From an optimization exercise on the open Yosys and OpenROAD flow, aimed at small area; shortcuts taken in it are not production practice. RTL that was checked went through simulation tests only; none was proved equivalent to the original. Power figures rest on the tool's default switching activity, not on a simulated workload.

before:
==> flow/design.v <==
module array_feeder #(
    parameter int HEIGHT = 12,
    parameter int WIDTH  = 14,
    parameter int IWIDTH = 8,
    parameter int KW     = 8
) (
    input  logic                     clk,
    input  logic                     rst,
    input  logic                     start,
    input  logic [KW-1:0]            k_len,
    output logic                     busy,
    output logic                     done,
    input  logic                     in_valid,
    output logic                     in_ready,
    input  logic [HEIGHT*IWIDTH-1:0] in_ifm,
    input  logic [WIDTH*IWIDTH-1:0]  in_wght,
    output logic [HEIGHT-1:0]        en_i,
    output logic [HEIGHT-1:0]        clr_i,
    output logic [WIDTH-1:0]         en_w,
    output logic [WIDTH-1:0]         clr_w,
    output logic [WIDTH-1:0]         en_o,
    output logic [WIDTH-1:0]         clr_o,
    output logic [HEIGHT*IWIDTH-1:0] ifm,
    output logic [WIDTH*IWIDTH-1:0]  wght
);
    localparam int FLUSH_LEN = HEIGHT + WIDTH - 2;           
    localparam int DRAIN_LEN = HEIGHT + WIDTH - 1;           
    localparam int P_DONE    = FLUSH_LEN + DRAIN_LEN;        
    localparam int NL        = (HEIGHT > WIDTH) ? HEIGHT : WIDTH;
    localparam int QW        = $clog2(NL + 2);
    localparam logic [1:0] S_IDLE   = 2'd0;
    localparam logic [1:0] S_CLEAR  = 2'd1;
    localparam logic [1:0] S_STREAM = 2'd2;
    localparam logic [1:0] S_POST   = 2'd3;
    logic [1:0]    st_q;
    logic [KW-1:0] cnt_q;
    logic          zdone_q;
    logic [NL-1:0] en_q;      
    logic [WIDTH-1:0] ch_q;   
    logic          dp;       
    logic          dec;      
    logic          acc;
    logic [KW-1:0] p_neg;
    assign acc      = (st_q == S_STREAM) && in_valid;
    assign dec      = acc || (st_q == S_POST);
    assign in_ready = (st_q == S_STREAM);
    assign busy     = (st_q != S_IDLE);
    assign done     = ((st_q == S_POST) && (cnt_q == KW'(-P_DONE))) || zdone_q;
    always_ff @(posedge clk or posedge rst) begin
        if (rst) begin
            st_q    <= S_IDLE;
            zdone_q <= 1'b0;
            en_q    <= '0;
            ch_q    <= '0;
        end else begin
            zdone_q <= (st_q == S_IDLE) && start && (k_len == '0);
            en_q    <= {en_q[NL-2:0], acc};
            ch_q    <= {ch_q[WIDTH-2:0], (st_q == S_CLEAR) ||
                        ((st_q == S_POST) && (p_neg >= KW'(FLUSH_LEN)) && (p_neg < KW'(FLUSH_LEN+HEIGHT)))};
            case (st_q)
                S_IDLE:   if (start && (k_len != '0)) st_q <= S_CLEAR;
                S_CLEAR:  st_q <= S_STREAM;
                S_STREAM: if (in_valid && (cnt_q == KW'(1))) st_q <= S_POST;
                default:  if (cnt_q == KW'(-P_DONE)) st_q <= S_IDLE;
            endcase
        end
    end
    always_ff @(posedge clk) begin
        if (st_q == S_IDLE) cnt_q <= k_len;
        else                cnt_q <= cnt_q - KW'(dec);
    end
    assign p_neg = -cnt_q;
    assign dp = (st_q == S_POST) && cnt_q[KW-1] && !(cnt_q[5] && cnt_q[4]);
    for (genvar k = 0; k < NL; k++) begin : g_ctl
        if (k < HEIGHT) begin : g_r
            assign en_i[k]  = en_q[k];
            assign clr_i[k] = ch_q[k] && !dp;
        end
        if (k < WIDTH) begin : g_c
            assign en_w[k]  = en_q[k];
            assign clr_w[k] = ch_q[k] && !dp;
            assign clr_o[k] = ch_q[k] && !dp;
            assign en_o[k]  = ch_q[k] && dp;
        end
    end
    for (genvar h = 0; h < HEIGHT; h++) begin : g_row
        logic [IWIDTH*(h+1)-1:0] sr_q;
        if (h == 0) begin : g_first
            always_ff @(posedge clk) sr_q <= in_ifm[h*IWIDTH +: IWIDTH];
        end else begin : g_rest
            always_ff @(posedge clk) sr_q <= {sr_q[IWIDTH*h-1:0], in_ifm[h*IWIDTH +: IWIDTH]};
        end
        assign ifm[h*IWIDTH +: IWIDTH] = sr_q[IWIDTH*h +: IWIDTH] & {IWIDTH{en_q[h]}};
    end
    for (genvar w = 0; w < WIDTH; w++) begin : g_col
        logic [IWIDTH*(w+1)-1:0] sr_q;
        if (w == 0) begin : g_first
            always_ff @(posedge clk) sr_q <= in_wght[w*IWIDTH +: IWIDTH];
        end else begin : g_rest
            always_ff @(posedge clk) sr_q <= {sr_q[IWIDTH*w-1:0], in_wght[w*IWIDTH +: IWIDTH]};
        end
        assign wght[w*IWIDTH +: IWIDTH] = sr_q[IWIDTH*w +: IWIDTH] & {IWIDTH{en_q[w]}};
    end
endmodule
export LEC_CHECK = 0
export CAP_MARGIN = 20
export CORE_MARGIN = 2
export CORE_UTILIZATION = 65
export PLACE_DENSITY = 0.7
export SLEW_MARGIN = 20
create_clock -name core_clock -period 4.0 [get_ports {clk}]
standard.sh (not shown) runs the stock make flow with config.mk's settings and CLKGATE_MAP_FILE= SYNTH_SCRIPT=/design/flow/synth_recipe.tcl, a recipe that flattens the netlist after the stock synthesis.
==> flow/flow/run.sh <==
#!/bin/bash
# Standard ORFS layout with two changes: ports are buffered with the smallest
# buffer, and clock-tree synthesis uses small clock buffers without dummy loads.
set -euo pipefail
export BUFFER_PORTS_ARGS="-buffer_cell sky130_fd_sc_hd__buf_1"
export CTS_ARGS="-sink_clustering_enable -repair_clock_nets -dont_use_dummy_load -buf_list {sky130_fd_sc_hd__clkbuf_8} -sink_clustering_size 20 -sink_clustering_max_diameter 70"
for step in synth floorplan place cts route finish; do
  bash standard.sh $step > log_$step.txt 2>&1
done
> inputs changed (before -> after)
--- a/flow/design.v
+++ b/flow/design.v
@@ -39,9 +39,7 @@
     logic [WIDTH-1:0] ch_q;   
     logic          dp;       
-    logic          dec;      
     logic          acc;
     logic [KW-1:0] p_neg;
     assign acc      = (st_q == S_STREAM) && in_valid;
-    assign dec      = acc || (st_q == S_POST);
     assign in_ready = (st_q == S_STREAM);
     assign busy     = (st_q != S_IDLE);
@@ -68,5 +66,5 @@
     always_ff @(posedge clk) begin
         if (st_q == S_IDLE) cnt_q <= k_len;
-        else                cnt_q <= cnt_q - KW'(dec);
+        else if ((st_q == S_POST) || ((st_q == S_STREAM) && in_valid)) cnt_q <= cnt_q - KW'(1);
     end
     assign p_neg = -cnt_q;
Notes after the runs:
before has a lower post-route clock period utilization than after. Compared with before, after shows a higher final standard cell utilization of the core. Total design power across after and before: no real change. The synthesis-to-layout area growth on after is in line with that on before. Relative to before, final design area excluding fillers has increased by about 0.5% in after.
For after, only the layout was checked, not whether the RTL still works.

static timing again, ports no longer ideal:
No port has a modelled driver above. Below, the same layouts with a new extraction and two added sets of constraints.
Step 1 assumes that a clkbuf_16 drives the clock port and a buf_2 every other input.
Step 2 adds t to the input delays and takes it off the output delays; t is the mean of the earliest and latest rising clock arrival at the registers after step 1. Input paths then give back, and output paths get back, about the clock's delay inside the block.
Three values: ideal ports, drivers, drivers and shift; two values: the first two.
| run | t, ns | setup WS [ns] | hold slack, ns |
|---|---|---|---|
| before | 0.717 | 0.939 / 0.882 / 1.599 | 0.184 / 0.151 / 0.289 |
| after | 0.688 | 0.840 / 0.789 / 1.477 | 0.204 / 0.174 / 0.279 |
After both steps setup and hold are still met in every run listed.
